Source: an optimization exercise on an open RTL-to-GDS flow (aim: small area, a short achievable clock period and few clock cycles per item). Production flows keep margins and buffers that such runs may drop.

==> inputs of 08-10 <==
==> flow/design.v (excerpt) <==
module fp_alu_seq #(
   parameter int EXP_W = 8,
   parameter int MAN_W = 23
) (
   input  logic                   clk,
   input  logic                   rst,
   input  logic                   in_valid,
   output logic                   in_ready,
   input  logic [2:0]             op,
   input  logic [EXP_W+MAN_W:0]   a,
   input  logic [EXP_W+MAN_W:0]   b,
   output logic                   out_valid,
   input  logic                   out_ready,
   output logic [EXP_W+MAN_W:0]   result,
   output logic [3:0]             flags
);
   localparam logic [2:0] OP_SUB = 3'b001;
   localparam logic [2:0] OP_MUL = 3'b010;
   localparam logic [2:0] OP_DIV = 3'b011;
   localparam int         K      = 4;    
   logic        v0, st0;
   logic [2:0]  op0;
   logic [31:0] a0, b0;
   logic        v1, add1, mul1, div1, s1;
   logic [9:0]  e1;
   logic [26:0] xa1;
   logic [27:0] xb1;
   logic        xc1;
   logic        sp1, spn1, spi1, sps1, nv1, dz1;
   logic        v2, div2;
   logic        v3;
   logic [31:0] res3;
   logic [3:0]  fl3;
   logic        dbusy;
   logic [2:0]  dcnt;
   logic [26:0] dws, dwc;
   logic [24:0] dp, dn;      
   logic [23:0] dd;
   logic        hv;           
   logic [26:0] hws, hwc;
   logic [24:0] hp, hn;
   logic adv, adv0, accept, consume, dfree, start_in, start_r0, div0, dfin, dstep;
  ...
clock: 11.0 ns
lec_check: 0
abc_area: 1
cap_margin: 20
core_margin: 2
core_utilization: 40
setup_slack_margin: 4
slew_margin: 20
standard.sh (not shown) runs the stock make flow with config.mk's settings and CLKGATE_MAP_FILE= SYNTH_SCRIPT=/design/flow/synth_recipe.tcl, a recipe that flattens the netlist after the stock synthesis.
==> flow/flow/run.sh <==
#!/bin/bash
# Own flow: the standard layout (standard.sh), except that synthesis runs without
# the full/half-adder extraction (ADDER_MAP_FILE empty), so that ABC maps the adders
# itself. Registers, floorplan, power grid, placement, CTS and routing are the standard ones.
set -euo pipefail
bash standard.sh ADDER_MAP_FILE= synth > synth.log 2>&1
bash standard.sh finish > layout.log 2>&1
==> 07-20: changes against 08-10 <==
--- a/flow/design.v
+++ b/flow/design.v
@@ -32,15 +32,15 @@
    logic [31:0] res3;
    logic [3:0]  fl3;
    logic        dbusy;
    logic [2:0]  dcnt;
    logic [26:0] dws, dwc;
-   logic [24:0] dp, dn;      
+   logic [24:0] dq, dqm;
    logic [23:0] dd;
    logic        hv;           
    logic [26:0] hws, hwc;
-   logic [24:0] hp, hn;
+   logic [24:0] hq;
    logic adv, adv0, accept, consume, dfree, start_in, start_r0, div0, dfin, dstep;
    assign div0     = (op0 == OP_DIV);
    assign adv      = !(v3 && !out_ready) && !(v2 && div2 && !hv);
    assign consume  = v2 && div2 && adv;
    assign dfin     = dbusy && (dcnt == 3'd1) && (!hv || consume);
@@ -264,11 +264,11 @@
    logic [3:0]  fl_n;
    always_comb begin
       {dsg, de8} = res2[27:19];
       {dsp, dspn, dspi, dsps, dnv, ddz} = res2[5:0];
       wsum  = hws + hwc;
-      qf    = hp + ~hn + {24'd0, !wsum[26]};
+      qf    = wsum[26] ? (hq - 25'd1) : hq;
       dhi   = qf[24];
       df    = dhi ? qf[23:1] : qf[22:0];
       dov   = dhi ? res2[9] : res2[7];
       dun   = dhi ? res2[8] : res2[6];
       res_n = {dsg, dhi ? de8 : res2[18:11], df};
@@ -311,24 +311,24 @@
          st0 <= 1'b1;
       end
    end
    logic [31:0] da_src, db_src;
    logic [26:0] lws, lwc, sws1, swc1, sws2, swc2, sws3, swc3;
-   logic [24:0] lp, ln, qp1, qn1, qp2, qn2, qp3, qn3;
+   logic [24:0] lq, lqm, sq1, sqm1, sq2, sqm2, sq3, sqm3;
    logic [23:0] ld;
    assign da_src = start_r0 ? a0 : a;
    assign db_src = start_r0 ? b0 : b;
    assign ld     = {1'b1, db_src[22:0]};
    fp_div_step u_ds0 (.ws({4'b0000, da_src[22:0]} | 27'h0800000), .wc(27'd0),
-                      .p(25'd0), .n(25'd0), .d(ld),
-                      .ws_n(lws), .wc_n(lwc), .p_n(lp), .n_n(ln));
-   fp_div_step u_ds1 (.ws(dws), .wc(dwc), .p(dp), .n(dn), .d(dd),
-                      .ws_n(sws1), .wc_n(swc1), .p_n(qp1), .n_n(qn1));
-   fp_div_step u_ds2 (.ws(sws1), .wc(swc1), .p(qp1), .n(qn1), .d(dd),
-                      .ws_n(sws2), .wc_n(swc2), .p_n(qp2), .n_n(qn2));
-   fp_div_step u_ds3 (.ws(sws2), .wc(swc2), .p(qp2), .n(qn2), .d(dd),
-                      .ws_n(sws3), .wc_n(swc3), .p_n(qp3), .n_n(qn3));
+                      .q(25'd0), .qm({25{1'b1}}), .d(ld),
+                      .ws_n(lws), .wc_n(lwc), .q_n(lq), .qm_n(lqm));
+   fp_div_step u_ds1 (.ws(dws), .wc(dwc), .q(dq), .qm(dqm), .d(dd),
+                      .ws_n(sws1), .wc_n(swc1), .q_n(sq1), .qm_n(sqm1));
+   fp_div_step u_ds2 (.ws(sws1), .wc(swc1), .q(sq1), .qm(sqm1), .d(dd),
+                      .ws_n(sws2), .wc_n(swc2), .q_n(sq2), .qm_n(sqm2));
+   fp_div_step u_ds3 (.ws(sws2), .wc(swc2), .q(sq2), .qm(sqm2), .d(dd),
+                      .ws_n(sws3), .wc_n(swc3), .q_n(sq3), .qm_n(sqm3));
    always_ff @(posedge clk) begin
       if (rst) begin
          dbusy <= 1'b0;
          dcnt  <= 3'd0;
          hv    <= 1'b0;
@@ -344,37 +344,36 @@
          else if (consume) hv <= 1'b0;
       end
       if (start_in || start_r0) begin
          dws <= lws;
          dwc <= lwc;
-         dp  <= lp;
-         dn  <= ln;
+         dq  <= lq;
+         dqm <= lqm;
          dd  <= ld;
       end else if (dstep) begin
          dws <= sws3;
          dwc <= swc3;
-         dp  <= qp3;
-         dn  <= qn3;
+         dq  <= sq3;
+         dqm <= sqm3;
       end
       if (dfin) begin
          hws <= sws3;
          hwc <= swc3;
-         hp  <= qp3;
-         hn  <= qn3;
+         hq  <= sq3;
       end
    end
 endmodule
 module fp_div_step (
    input  logic [26:0] ws,
    input  logic [26:0] wc,
-   input  logic [24:0] p,
-   input  logic [24:0] n,
+   input  logic [24:0] q,
+   input  logic [24:0] qm,
    input  logic [23:0] d,
    output logic [26:0] ws_n,
    output logic [26:0] wc_n,
-   output logic [24:0] p_n,
-   output logic [24:0] n_n
+   output logic [24:0] q_n,
+   output logic [24:0] qm_n
 );
    logic signed [6:0] y, m2, m1, m0, mn1;
    logic        pos, neg, two, one;
    logic [26:0] md, cm, s4, c4;
    always_comb begin
@@ -397,12 +396,16 @@
       cm  = pos ? ~md : md;
       s4  = {ws[24:0], 2'b00};
       c4  = {wc[24:0], 2'b00};
       ws_n = s4 ^ c4 ^ cm;
       wc_n = {(s4[25:0] & c4[25:0]) | (s4[25:0] & cm[25:0]) | (c4[25:0] & cm[25:0]), pos};
-      p_n = {p[22:0], pos && two, pos && one};
-      n_n = {n[22:0], neg && two, neg && one};
+      if (pos)      q_n = {q[22:0], two ? 2'b10 : 2'b01};
+      else if (neg) q_n = {qm[22:0], two ? 2'b10 : 2'b11};
+      else          q_n = {q[22:0], 2'b00};
+      if (pos)      qm_n = {q[22:0], two ? 2'b01 : 2'b00};
+      else if (neg) qm_n = {qm[22:0], two ? 2'b01 : 2'b10};
+      else          qm_n = {qm[22:0], 2'b11};
    end
 endmodule
 module fp_mul_cs (
    input  logic [23:0] a,
    input  logic [23:0] b,
==> 09-19: changes against 08-10 <==
--- a/flow/design.v
+++ b/flow/design.v
@@ -32,15 +32,15 @@
    logic [31:0] res3;
    logic [3:0]  fl3;
    logic        dbusy;
    logic [2:0]  dcnt;
    logic [26:0] dws, dwc;
-   logic [24:0] dp, dn;      
+   logic [24:0] dq, dqm;
    logic [23:0] dd;
    logic        hv;           
    logic [26:0] hws, hwc;
-   logic [24:0] hp, hn;
+   logic [24:0] hq;
    logic adv, adv0, accept, consume, dfree, start_in, start_r0, div0, dfin, dstep;
    assign div0     = (op0 == OP_DIV);
    assign adv      = !(v3 && !out_ready) && !(v2 && div2 && !hv);
    assign consume  = v2 && div2 && adv;
    assign dfin     = dbusy && (dcnt == 3'd1) && (!hv || consume);
@@ -264,11 +264,11 @@
    logic [3:0]  fl_n;
    always_comb begin
       {dsg, de8} = res2[27:19];
       {dsp, dspn, dspi, dsps, dnv, ddz} = res2[5:0];
       wsum  = hws + hwc;
-      qf    = hp + ~hn + {24'd0, !wsum[26]};
+      qf    = wsum[26] ? (hq - 25'd1) : hq;
       dhi   = qf[24];
       df    = dhi ? qf[23:1] : qf[22:0];
       dov   = dhi ? res2[9] : res2[7];
       dun   = dhi ? res2[8] : res2[6];
       res_n = {dsg, dhi ? de8 : res2[18:11], df};
@@ -311,24 +311,24 @@
          st0 <= 1'b1;
       end
    end
    logic [31:0] da_src, db_src;
    logic [26:0] lws, lwc, sws1, swc1, sws2, swc2, sws3, swc3;
-   logic [24:0] lp, ln, qp1, qn1, qp2, qn2, qp3, qn3;
+   logic [24:0] lq, lqm, sq1, sqm1, sq2, sqm2, sq3, sqm3;
    logic [23:0] ld;
    assign da_src = start_r0 ? a0 : a;
    assign db_src = start_r0 ? b0 : b;
    assign ld     = {1'b1, db_src[22:0]};
    fp_div_step u_ds0 (.ws({4'b0000, da_src[22:0]} | 27'h0800000), .wc(27'd0),
-                      .p(25'd0), .n(25'd0), .d(ld),
-                      .ws_n(lws), .wc_n(lwc), .p_n(lp), .n_n(ln));
-   fp_div_step u_ds1 (.ws(dws), .wc(dwc), .p(dp), .n(dn), .d(dd),
-                      .ws_n(sws1), .wc_n(swc1), .p_n(qp1), .n_n(qn1));
-   fp_div_step u_ds2 (.ws(sws1), .wc(swc1), .p(qp1), .n(qn1), .d(dd),
-                      .ws_n(sws2), .wc_n(swc2), .p_n(qp2), .n_n(qn2));
-   fp_div_step u_ds3 (.ws(sws2), .wc(swc2), .p(qp2), .n(qn2), .d(dd),
-                      .ws_n(sws3), .wc_n(swc3), .p_n(qp3), .n_n(qn3));
+                      .q(25'd0), .qm({25{1'b1}}), .d(ld),
+                      .ws_n(lws), .wc_n(lwc), .q_n(lq), .qm_n(lqm));
+   fp_div_step u_ds1 (.ws(dws), .wc(dwc), .q(dq), .qm(dqm), .d(dd),
+                      .ws_n(sws1), .wc_n(swc1), .q_n(sq1), .qm_n(sqm1));
+   fp_div_step u_ds2 (.ws(sws1), .wc(swc1), .q(sq1), .qm(sqm1), .d(dd),
+                      .ws_n(sws2), .wc_n(swc2), .q_n(sq2), .qm_n(sqm2));
+   fp_div_step u_ds3 (.ws(sws2), .wc(swc2), .q(sq2), .qm(sqm2), .d(dd),
+                      .ws_n(sws3), .wc_n(swc3), .q_n(sq3), .qm_n(sqm3));
    always_ff @(posedge clk) begin
       if (rst) begin
          dbusy <= 1'b0;
          dcnt  <= 3'd0;
          hv    <= 1'b0;
@@ -344,37 +344,36 @@
          else if (consume) hv <= 1'b0;
       end
       if (start_in || start_r0) begin
          dws <= lws;
          dwc <= lwc;
-         dp  <= lp;
-         dn  <= ln;
+         dq  <= lq;
+         dqm <= lqm;
          dd  <= ld;
       end else if (dstep) begin
          dws <= sws3;
          dwc <= swc3;
-         dp  <= qp3;
-         dn  <= qn3;
+         dq  <= sq3;
+         dqm <= sqm3;
       end
       if (dfin) begin
          hws <= sws3;
          hwc <= swc3;
-         hp  <= qp3;
-         hn  <= qn3;
+         hq  <= sq3;
       end
    end
 endmodule
 module fp_div_step (
    input  logic [26:0] ws,
    input  logic [26:0] wc,
-   input  logic [24:0] p,
-   input  logic [24:0] n,
+   input  logic [24:0] q,
+   input  logic [24:0] qm,
    input  logic [23:0] d,
    output logic [26:0] ws_n,
    output logic [26:0] wc_n,
-   output logic [24:0] p_n,
-   output logic [24:0] n_n
+   output logic [24:0] q_n,
+   output logic [24:0] qm_n
 );
    logic signed [6:0] y, m2, m1, m0, mn1;
    logic        pos, neg, two, one;
    logic [26:0] md, cm, s4, c4;
    always_comb begin
@@ -397,12 +396,16 @@
       cm  = pos ? ~md : md;
       s4  = {ws[24:0], 2'b00};
       c4  = {wc[24:0], 2'b00};
       ws_n = s4 ^ c4 ^ cm;
       wc_n = {(s4[25:0] & c4[25:0]) | (s4[25:0] & cm[25:0]) | (c4[25:0] & cm[25:0]), pos};
-      p_n = {p[22:0], pos && two, pos && one};
-      n_n = {n[22:0], neg && two, neg && one};
+      if (pos)      q_n = {q[22:0], two ? 2'b10 : 2'b01};
+      else if (neg) q_n = {qm[22:0], two ? 2'b10 : 2'b11};
+      else          q_n = {q[22:0], 2'b00};
+      if (pos)      qm_n = {q[22:0], two ? 2'b01 : 2'b00};
+      else if (neg) qm_n = {qm[22:0], two ? 2'b01 : 2'b10};
+      else          qm_n = {qm[22:0], 2'b11};
    end
 endmodule
 module fp_mul_cs (
    input  logic [23:0] a,
    input  logic [23:0] b,
CORE_UTILIZATION = 50   (was 40)
==> summary of the runs <==
- Against 08-10, the setup slack of 07-20 is better by 0.13 ns.
- Between 09-19 and 07-20, the lower utilization is in 07-20 (gap 11 points).
- Maximum frequency, highest first: 07-20, 09-19, 08-10.
- Of 07-20 and 09-19, 07-20 has the higher worst hold slack (gap 0.010 ns).
- Of 09-19 and 07-20, 09-19 has the higher clock-buffer cell count (gap 2).
- Die area: 08-10 is larger than 09-19 (25%).
Function was not checked in any run of this note: the RTL went through the layout flow alone.

separate check: timing with driven ports:
The results above use ideal ports. As a check the final layouts listed here were re-extracted and re-timed, cells and wires unchanged. Step 1 assumes that a clkbuf_16 drives the clock port and a buf_2 every other input. Step 2 moves the port delays by t, midway between the first and last clock arrival at a register: inputs arrive t later, outputs are due t later. That takes back most of the time a late clock gives input paths. a / b / c = ideal / step 1 / step 2; a / b = the first two.
| run | t (ns) | slack for setup (ns) | latest minus earliest clock arrival (ns) | worst data-port slew with drivers (ns) |
|---|---|---|---|---|
| 08-10 | 0.712 | 4.252 / 4.228 / 4.228 | 0.044 / 0.044 | 0.17 |
| 07-20 | 0.703 | 4.377 / 4.377 / 4.203 | 0.070 / 0.071 | 0.12 |
| 09-19 | 0.736 | 4.262 / 4.262 / 3.909 | 0.053 / 0.052 | 0.18 |
After both steps every run listed still meets setup and hold. For 09-19, which loses most, drivers alone change the setup slack by 0.000 ns; drivers and shift together by -0.353 ns.
